This design comes from an exercise in tuning for small area, a short achievable clock period and few clock cycles on the open sky130 flow, not from production work.
The RTL was checked by simulation tests, not by an equivalence proof against the original design.
Power figures rest on the tool's default switching activity, not on a simulated workload.

north:
Design mac_top, start of the top module:
module mac_top (
    input  logic         CLK,
    input  logic         RSTN,
    input  logic [11:0]  mnt_i,        
    input  logic         start_i,
    output logic         done_o,
    output logic [3:0]   w_rd_o,       
    input  logic [63:0]  w_rdata_i,    
    output logic [3:0]   i_rd_o,       
    input  logic [63:0]  i_rdata_i,    
    output logic [68:0]  o_wr_o        
);
Settings: LEC_CHECK=0, CAP_MARGIN=20, CORE_MARGIN=2, CORE_UTILIZATION=30, SETUP_SLACK_MARGIN=3.0, SLEW_MARGIN=20, SYNTH_HIERARCHICAL=1; clock period 5.5 ns.
standard.sh (not shown) runs the stock make flow with config.mk's settings and CLKGATE_MAP_FILE= SYNTH_SCRIPT=/design/flow/synth_recipe.tcl, a recipe that flattens the netlist after the stock synthesis.
==> flow/flow/run.sh <==
#!/bin/bash
# The standard layout with two changes:
#  - the smallest buffer on every port (repair_timing upsizes the ones on
#    critical paths)
#  - a clock tree of fewer, larger leaf clusters and no dummy loads
bash standard.sh \
  "BUFFER_PORTS_ARGS=-buffer_cell sky130_fd_sc_hd__buf_1" \
  "CTS_ARGS=-sink_clustering_enable -sink_clustering_size 24 -sink_clustering_max_diameter 80 -buf_list {sky130_fd_sc_hd__clkbuf_8 sky130_fd_sc_hd__clkbuf_16} -dont_use_dummy_load -repair_clock_nets" \
  finish > standard.log 2>&1
Testbench counts of north, summed over its fixed seeds: cycles 5,706.
Input changes introduced in south (baseline for comparison: north):
# north
export LEC_CHECK = 0
export CAP_MARGIN = 20
export CORE_MARGIN = 2
export CORE_UTILIZATION = 30
export SETUP_SLACK_MARGIN = 3.0
export SLEW_MARGIN = 20
export SYNTH_HIERARCHICAL = 1
create_clock -name core_clock -period 5.5 [get_ports {CLK}]
# south
export LEC_CHECK = 0
export ABC_CLOCK_PERIOD_IN_PS = 2500
export CAP_MARGIN = 20
export CORE_MARGIN = 2
export CORE_UTILIZATION = 30
export SETUP_SLACK_MARGIN = 3.0
export SLEW_MARGIN = 20
export SYNTH_HIERARCHICAL = 1
create_clock -name core_clock -period 5.5 [get_ports {CLK}]
==> flow/flow/run.sh <==
#!/bin/bash
# The standard layout, with the smallest buffer on every port
# (repair_timing upsizes the ones on critical paths)
bash standard.sh "BUFFER_PORTS_ARGS=-buffer_cell sky130_fd_sc_hd__buf_1" finish > standard.log 2>&1
## What came out
Compared with north, south improves worst setup slack. Total power (south / north): 1.08. Compared to north, south has area of the multi-input gates 0.46% lower. From north to south the numbers moved as follows: met1 track demand over resource flat, largest stage delay on the critical path down 100 ps. south reports its start-to-end type of the worst setup path as input pin to flop while north reports flop to flop.
## Diff of input files: east against south
# south
export LEC_CHECK = 0
export ABC_CLOCK_PERIOD_IN_PS = 2500
export CAP_MARGIN = 20
export CORE_MARGIN = 2
export CORE_UTILIZATION = 30
export SETUP_SLACK_MARGIN = 3.0
export SLEW_MARGIN = 20
export SYNTH_HIERARCHICAL = 1
create_clock -name core_clock -period 5.5 [get_ports {CLK}]
# east
export LEC_CHECK = 0
export CAP_MARGIN = 20
export CORE_MARGIN = 2
export CORE_UTILIZATION = 30
export CTS_BUF_LIST = sky130_fd_sc_hd__clkbuf_4 sky130_fd_sc_hd__clkbuf_8
export SETUP_SLACK_MARGIN = 3.1
export SLEW_MARGIN = 20
export SYNTH_HIERARCHICAL = 1
create_clock -name core_clock -period 5.5 [get_ports {CLK}]
### Flow results
The final reports for east and south show worst hold slack lower in the former.
Cmp east vs south: detailed-routed wire length on met3 higher in east
east | status: complete | timing, DRC, antenna: pass
Summary of east over south: count of H-tree levels built during CTS +1; post-route cell area +530 µm².

========
Setup of v19:
mac_top, a different RTL version from the one above (not shown whole).
For scale: roughly 1200 cells after synthesis, about 220 I/O pins, ~13000 sq um of cells after synthesis.
Design mac_top, start of the top module:
module mac_top (
    input  logic         CLK,
    input  logic         RSTN,
    input  logic [11:0]  mnt_i,        
    input  logic         start_i,
    output logic         done_o,
    output logic [3:0]   w_rd_o,       
    input  logic [63:0]  w_rdata_i,    
    output logic [3:0]   i_rd_o,       
    input  logic [63:0]  i_rdata_i,    
    output logic [68:0]  o_wr_o        
);
    localparam int LAT = 2;        
    logic [3:0] m_dim, n_dim, t_dim;
    assign m_dim = mnt_i[11:8];
    assign n_dim = mnt_i[7:4];
    assign t_dim = mnt_i[3:0];
    logic        active_q;     
    logic        busy_q;       
    logic [1:0]  lane_q;       
    logic [2:0]  row_q;        
    logic [LAT:0] wl_q;        
    logic [LAT:0] first_q;     
    logic [3:0]   mask_q;      
    logic [63:0] acc_q;        
    logic        wen_q;
    logic [2:0]  waddr_q;      
    logic        done_q;
    logic        accept, rd_valid, first, lastl, fin;
    logic [1:0]  mlast;
    assign accept   = start_i && !active_q;
    assign mlast    = (n_dim == 4'd0) ? 2'd0 : m_dim[1:0] - 2'd1;
    assign rd_valid = busy_q || (accept && mlast == 2'd3);     
    assign first    = (lane_q == mlast);
    assign lastl    = (lane_q == 2'd0);
  ...
Settings: LEC_CHECK=0, ABC_AREA=1, CAP_MARGIN=20, CORE_MARGIN=2, CORE_UTILIZATION=30, SETUP_SLACK_MARGIN=3.0, SLEW_MARGIN=20, SYNTH_HIERARCHICAL=1; clock period 5.5 ns.
==> flow/flow/run.sh <==
#!/bin/bash
# The standard layout with two changes:
#  - the smallest buffer on every port (repair_timing upsizes the ones on
#    critical paths)
#  - a clock tree of fewer, larger leaf clusters and no dummy loads
bash standard.sh \
  "BUFFER_PORTS_ARGS=-buffer_cell sky130_fd_sc_hd__buf_1" \
  "CTS_ARGS=-sink_clustering_enable -sink_clustering_size 24 -sink_clustering_max_diameter 80 -buf_list {sky130_fd_sc_hd__clkbuf_8 sky130_fd_sc_hd__clkbuf_16} -dont_use_dummy_load -repair_clock_nets" \
  finish > standard.log 2>&1
Testbench counts of v19, summed over its fixed seeds: cycles 5,706.
Modified inputs, v16 compared to v19
- removing ABC_AREA (formerly 1)
- setting TNS_END_PERCENT to 5 for the first time
Notes after the runs:
Against v19, v16 reports a sequential power share that is higher.
Relative to v19, the final cell area reported for v16 is lower.
v19 and v16 ended up with nearly the same sequential standard cell area.
Changes observed in v16 relative to v19: total length of routed wires decreased 1200 um; number of vias per cell after detailed routing increased 0.29; mean area per synthesized cell increased 21%; number of buffers other than clock buffers in the final layout decreased 2.
Delta (v16 minus v19): power now larger, maximum VDD drop down 16%, quantity of gates resized following cts went up.
Input-level comparison between v33 and v16:
- TNS_END_PERCENT: 5 -> unset
Findings:
Highest routing layer actually used = met5: v16; highest routing layer actually used = met4: v33. v33 — fraction of power consumed by combinational cells 0.4 points lower, v16 as reference. Summary of v33 over v16: post-route worst hold slack was more or less identical, non-clock buffer count went down by 2, worst setup slack went up by 0.086 ns, buffering overhead was more or less identical.
The inputs of v44 differ from those of v33 as listed below.
- setting PLACE_DENSITY to 0.45 for the first time
==> run summary <==
- The final layouts of v44 and v33 pass the timing, DRC and antenna checks.
- Reported combinational group power in v44 is about 0.9% lower than in v33
- For v33, the termination of the worst setup path was dot_inst.s491_q1, unlike v44, where it was dot_inst.s405_q1.
- In v44 the leakage power turned out about 0.9% higher than in v33.
- v44: final worst slack is 0.090 ns lower than what v33 reported.
- Part of the total power dissipated in combinational logic for v44: 0.5 points down relative to v33

==> afterwards: timing with drivers on the ports <==
How much do the figures lean on ideal ports? The routed layouts below were timed once more, with nothing changed but the port constraints.
Step 1 assumes that a clkbuf_16 drives the clock port and a buf_2 every other input.
Step 2 times the ports against the registers' clock, not the clock port: input delays grow and output delays shrink by t, the midpoint of the rising clock arrivals with the driver on.
a / b / c = ideal / step 1 / step 2; a / b = the first two.
run | shift t [ns] | slack for setup (ns) | hold slack, ns | cell pins on the clock port's net
north | 0.540 | 2.962 / 2.962 / 2.461 | 0.331 / 0.331 / 0.331 | 1
south | 0.602 | 2.966 / 2.988 / 2.386 | 0.326 / 0.326 / 0.326 | 1
east | 0.597 | 2.952 / 2.952 / 2.488 | 0.319 / 0.319 / 0.319 | 1
v19 | 0.537 | 3.014 / 3.036 / 2.499 | 0.330 / 0.330 / 0.330 | 1
v16 | 0.533 | 2.926 / 2.924 / 2.391 | 0.322 / 0.322 / 0.322 | 1
v33 | 0.523 | 3.012 / 3.027 / 2.503 | 0.321 / 0.321 / 0.321 | 1
v44 | 0.536 | 2.922 / 2.947 / 2.411 | 0.322 / 0.322 / 0.322 | 1
After both steps every run listed still meets setup and hold. The setup slack of south, which loses most, moves by +0.022 ns with the drivers and by -0.580 ns with both steps.
